From an optimization exercise on the open Yosys and OpenROAD flow, aimed at small area; shortcuts taken in it are not production practice. The RTL was checked by simulation tests, not by an equivalence proof against the original design. Power and IR drop assume default switching activity.

Setup of job 2816:
## eth_ipv4_tcp_header_parser
module eth_ipv4_tcp_header_parser #(
    parameter int MAX_FRAME_BYTES = 65535
) (
    input  logic         i_clk,
    input  logic         i_rst_n,
    input  logic         s_axis_tvalid,
    output logic         s_axis_tready,
    input  logic [ethp_pkg::IN_TDATA_W-1:0]  s_axis_tdata,
    input  logic         s_axis_tlast,
    output logic         m_axis_tvalid,
    input  logic         m_axis_tready,
    output logic [ethp_pkg::OUT_TDATA_W-1:0] m_axis_tdata,
    output logic [1:0]   m_axis_tuser
);
    logic        r_full_a, r_full_b;    
    logic        r_wr;                  
    logic        r_rd;                  
    logic        r_ov;                  
    logic        accept, fin, ld;
    logic        rd_full;
    assign s_axis_tready = !(r_full_a && r_full_b);
    assign accept        = s_axis_tvalid && s_axis_tready;
    assign fin           = accept && s_axis_tlast;
    assign rd_full       = r_rd ? r_full_b : r_full_a;
    assign ld            = rd_full && (!r_ov || m_axis_tready);
    always_ff @(posedge i_clk) begin
  ...
==> flow/config.mk <==
export PLATFORM = sky130hd
export DESIGN_NAME = eth_ipv4_tcp_header_parser
export DESIGN_NICKNAME = eth_ipv4_tcp_header_parser
export VERILOG_FILES = /design/flow/design.v
export SDC_FILE = /design/flow/constraint.sdc
export NUM_CORES = 4
export LEC_CHECK = 0
export CAP_MARGIN = 20
export CORE_MARGIN = 2
export CORE_UTILIZATION = 65
export SLEW_MARGIN = 20
==> flow/constraint.sdc <==
create_clock -name core_clock -period 5.5 [get_ports {i_clk}]
set_input_delay 1.1000 -clock core_clock [delete_from_list [all_inputs] [get_ports {i_clk}]]
set_output_delay 1.1000 -clock core_clock [all_outputs]
set_load 0.01 [all_outputs]
standard.sh (not shown) runs the stock make flow with config.mk's settings and CLKGATE_MAP_FILE= SYNTH_SCRIPT=/design/flow/synth_recipe.tcl, a recipe that flattens the netlist after the stock synthesis.
==> flow/flow/run.sh <==
#!/bin/bash
# The standard layout (standard.sh), with one change: the port buffers that placement
# puts on every input and output are buf_1 cells instead of the cell buffer_ports picks, and
# clock tree synthesis adds no dummy loads to its leaf nets.
set -euo pipefail
cd "$(dirname "$0")/.."
export BUFFER_PORTS_ARGS="-buffer_cell sky130_fd_sc_hd__buf_1"
export CTS_ARGS="-sink_clustering_enable -repair_clock_nets -dont_use_dummy_load -sink_clustering_size 25 -sink_clustering_max_diameter 60 -buf_list \"sky130_fd_sc_hd__clkbuf_4 sky130_fd_sc_hd__clkbuf_8 sky130_fd_sc_hd__clkbuf_16\""
bash standard.sh > flow_standard.log 2>&1
Here is what was changed in the inputs of job 942 compared with job 2816.
-- flow/flow/run.sh --
<<< job 2816, line 8
export CTS_ARGS="-sink_clustering_enable -repair_clock_nets -dont_use_dummy_load -sink_clustering_size 25 -sink_clustering_max_diameter 60 -buf_list \"sky130_fd_sc_hd__clkbuf_4 sky130_fd_sc_hd__clkbuf_8 sky130_fd_sc_hd__clkbuf_16\""
>>> job 942, line 8
export CTS_ARGS="-sink_clustering_enable -repair_clock_nets -dont_use_dummy_load -sink_clustering_size 25 -sink_clustering_max_diameter 60 -buf_list sky130_fd_sc_hd__clkbuf_16"
Findings:
For sequential share of layout area, job 942 and job 2816 come out practically identical. Post-route minimum period: job 942 vs job 2816 identical. Job 942 -> job 2816: number of non-clock buffers in the layout delta 0, exact match. The count of boundary I/O pins was comparable across job 2816 and job 942. Going from job 2816 to job 942, largest net degree at the start of global routing has remained practically unchanged, clock share of power saw little to no change, number of enable flip-flop cells after synthesis neither gained nor lost much. Re leakage power: no difference whatsoever between job 2816 and job 942.
#### Input delta (job 876 over job 942)
-- flow/flow/run.sh --
<<< job 942, line 8
export CTS_ARGS="-sink_clustering_enable -repair_clock_nets -dont_use_dummy_load -sink_clustering_size 25 -sink_clustering_max_diameter 60 -buf_list sky130_fd_sc_hd__clkbuf_16"
>>> job 876, line 8
export CTS_ARGS="-sink_clustering_enable -repair_clock_nets -dont_use_dummy_load -sink_clustering_size 40 -sink_clustering_max_diameter 45 -sink_buffer_max_cap_derate 1.0 -buf_list sky130_fd_sc_hd__clkbuf_16"
==> run summary <==
The flow did not stop early for job 876: all stages ran, and the layout cleared the timing, DRC and antenna checks. In job 876 relative to job 942, power density relative to cell area had gone up by a few percent. Number of nets in the layout on job 876 is up relative to job 942. Diff job 942..job 876 | final antenna-violating net count | unchanged. Job 876 has via count of the first global-routing pass above what job 942 had. Job 876 -> job 942: cell count after synthesis delta 0, exact match. Job 942 → job 876: post-route clock skew +0.029 ns, post-route cell area +1.3%, minimum setup slack in the final design ~0 delta.
Here is what was changed in the inputs of job 679 compared with job 876.
Settings: CAP_MARGIN: 20 -> 0; SLEW_MARGIN: 20 -> 0.
-- flow/flow/run.sh --
<<< job 876, line 8
export CTS_ARGS="-sink_clustering_enable -repair_clock_nets -dont_use_dummy_load -sink_clustering_size 40 -sink_clustering_max_diameter 45 -sink_buffer_max_cap_derate 1.0 -buf_list sky130_fd_sc_hd__clkbuf_16"
>>> job 679, line 8
export CTS_ARGS="-sink_clustering_enable -repair_clock_nets -dont_use_dummy_load -sink_clustering_size 25 -sink_clustering_max_diameter 60 -buf_list sky130_fd_sc_hd__clkbuf_16"
Results
Comparing job 876 against job 679, there is no change at all in cts-stage hold buffer count.
Job 679 vs job 876 — overall power of the completed layout dropped by a few percent
| minimum clock period | higher: job 876 |
Between job 876 and job 679, final design area excluding fillers decreased.
[job 679 vs job 876] proportion of power drawn by the clock network: lower in job 679
Taking job 876 as the reference point, the total length of routed wires of job 679 falls by 600 um.
On fraction of cell area in non-clock buffers, job 679 and job 876 are basically level.
Highest achievable clock rate: job 679 vs job 876 up about 0.7%
In the reports for job 679 and job 876, the smaller cell area power density belongs to job 679.
For job 876, the capture point of the critical path was r_fb[187], unlike job 679, where it was r_fa[198].
## Diff of input files: job 5446 against job 679
-- flow/flow/run.sh --
<<< job 679, line 8
export CTS_ARGS="-sink_clustering_enable -repair_clock_nets -dont_use_dummy_load -sink_clustering_size 25 -sink_clustering_max_diameter 60 -buf_list sky130_fd_sc_hd__clkbuf_16"
>>> job 5446, line 8
export CTS_ARGS="-sink_clustering_enable -repair_clock_nets -dont_use_dummy_load -sink_clustering_size 36 -sink_clustering_max_diameter 80 -buf_list sky130_fd_sc_hd__clkbuf_16"
==> comparison <==
Part of the total power dissipated in the clock network (job 5446 over job 679): decrease, 3.2 points. [job 5446 vs job 679] power density over the cells: lower in job 5446. Job 5446 against job 679: fmax held, post-route standard cell area excluding fillers went down about 0.9%, worst setup slack went up 0.0089 ns, xor-xnor portion of the synthesized cell area held.
The following lists how job 2225 was set up differently from job 5446:
-- flow/flow/run.sh --
<<< job 5446, line 8
export CTS_ARGS="-sink_clustering_enable -repair_clock_nets -dont_use_dummy_load -sink_clustering_size 36 -sink_clustering_max_diameter 80 -buf_list sky130_fd_sc_hd__clkbuf_16"
>>> job 2225, line 8
export CTS_ARGS="-sink_clustering_enable -repair_clock_nets -dont_use_dummy_load -sink_clustering_size 30 -sink_clustering_max_diameter 70 -buf_list sky130_fd_sc_hd__clkbuf_16"
Results
- From job 5446 to job 2225 the numbers moved as follows: net switching power rose 0.052 mW, via density per instance about even, combinational cell fraction of total power fell 0.2 points.
- On job 2225: post-layout instance area is about 0.43% higher than what job 5446 gave.
- Cmp job 2225 vs job 5446: final worst-path setup slack lower in job 2225
- Comparing the two runs side by side, job 2225 comes out behind job 5446 on final critical delay including setup and external delays.

* * *

eth_ipv4_tcp_header_parser, a different RTL version from the one above (not shown whole).
Size in the first run: roughly 1400 cells after synthesis, about 770 flip-flops, roughly 270 I/O pins.
==> flow/config.mk <==
export PLATFORM = sky130hd
export DESIGN_NAME = eth_ipv4_tcp_header_parser
export DESIGN_NICKNAME = eth_ipv4_tcp_header_parser
export VERILOG_FILES = /design/flow/design.v
export SDC_FILE = /design/flow/constraint.sdc
export NUM_CORES = 4
export LEC_CHECK = 0
export CAP_MARGIN = 0
export CORE_MARGIN = 2
export CORE_UTILIZATION = 65
export SLEW_MARGIN = 0
export SYNTH_HIERARCHICAL = 1
export SYNTH_MINIMUM_KEEP_SIZE = 0
==> flow/constraint.sdc <==
create_clock -name core_clock -period 5.5 [get_ports {i_clk}]
set_input_delay 1.1000 -clock core_clock [delete_from_list [all_inputs] [get_ports {i_clk}]]
set_output_delay 1.1000 -clock core_clock [all_outputs]
set_load 0.01 [all_outputs]
==> flow/flow/run.sh <==
#!/bin/bash
# The standard layout (standard.sh), with one change: the port buffers that placement
# puts on every input and output are buf_1 cells instead of the cell buffer_ports picks, and
# clock tree synthesis adds no dummy loads to its leaf nets.
set -euo pipefail
cd "$(dirname "$0")/.."
export BUFFER_PORTS_ARGS="-buffer_cell sky130_fd_sc_hd__buf_1"
export CTS_ARGS="-sink_clustering_enable -repair_clock_nets -dont_use_dummy_load -sink_clustering_size 33 -sink_clustering_max_diameter 75 -buf_list sky130_fd_sc_hd__clkbuf_16"
bash standard.sh > flow_standard.log 2>&1
The starting point passed the timing, DRC and antenna checks.
Then changed:
--- a/flow/flow/run.sh
+++ b/flow/flow/run.sh
@@ -7,3 +7,3 @@
 export BUFFER_PORTS_ARGS="-buffer_cell sky130_fd_sc_hd__buf_1"
-export CTS_ARGS="-sink_clustering_enable -repair_clock_nets -dont_use_dummy_load -sink_clustering_size 33 -sink_clustering_max_diameter 75 -buf_list sky130_fd_sc_hd__clkbuf_16"
+export CTS_ARGS="-sink_clustering_enable -repair_clock_nets -dont_use_dummy_load -sink_clustering_size 30 -sink_clustering_max_diameter 70 -buf_list sky130_fd_sc_hd__clkbuf_16"
 bash standard.sh > flow_standard.log 2>&1
--- a/flow/config.mk
+++ b/flow/config.mk
@@ -9,3 +9,3 @@
 export CORE_MARGIN = 2
-export CORE_UTILIZATION = 65
+export CORE_UTILIZATION = 72
 export SLEW_MARGIN = 0
After rerunning: Register-to-register slack gains 0.07 ns; area after synthesis is unchanged; global-route usage goes up by 2.5 points; maximum frequency increases by 1.6%; setup slack improved by 0.067 ns; sequential cell count does not change; routed wire length climbs by 0.94%; non-clock buffer count increases by 1.
Then changed:
--- a/flow/config.mk
+++ b/flow/config.mk
@@ -9,3 +9,3 @@
 export CORE_MARGIN = 2
-export CORE_UTILIZATION = 72
+export CORE_UTILIZATION = 65
 export SLEW_MARGIN = 0
What happened: The changed run finished with timing, DRC and antenna clean; clock power went up by about 2%; count of clock-buffer cells in the layout rises by 1; die area grows by about 10%; non-clock buffer count decreases by 1; final cell count climbs by 2.9%; area after synthesis is unchanged; cell area is higher by about 0.5%; global-route usage falls by 2.2 points; power rose by 0.52%.

re-timing with driven ports:
No port has a modelled driver above. Below, the same layouts with a new extraction and two added sets of constraints. Step 1, drivers: a clkbuf_16 drives i_clk and a buf_2 each remaining input, both assumed. Step 2, shift: input delay + t, output delay - t, t = (earliest + latest rising clock arrival at the registers) / 2. This alone moves slack from input paths to output paths. a / b / c = no drivers / after step 1 / after step 2; a / b = the first two.
| run | shift t [ns] | slack for setup (ns) | worst setup path after step 2 | clock arrival spread, ns |
|---|---|---|---|---|
| job 2816 | 0.616 | 1.751 / 1.751 / 1.751 | register to register | 0.073 / 0.072 |
| job 942 | 0.616 | 1.751 / 1.751 / 1.751 | register to register | 0.073 / 0.072 |
| job 876 | 0.651 | 1.752 / 1.752 / 1.752 | register to register | 0.099 / 0.099 |
| job 679 | 0.618 | 1.780 / 1.780 / 1.780 | register to register | 0.078 / 0.078 |
| job 5446 | 0.643 | 1.789 / 1.789 / 1.789 | register to register | 0.083 / 0.083 |
| job 2225 | 0.617 | 1.780 / 1.780 / 1.780 | register to register | 0.073 / 0.073 |
| the first run of note 2 | 0.587 | 1.299 / 1.299 / 1.299 | register to register | 0.047 / 0.046 |
| the second run of note 2 | 0.578 | 1.367 / 1.367 / 1.367 | register to register | 0.058 / 0.057 |
| the third run of note 2 | 0.595 | 1.380 / 1.380 / 1.380 | register to register | 0.065 / 0.065 |
After both steps every run listed still meets setup and hold.
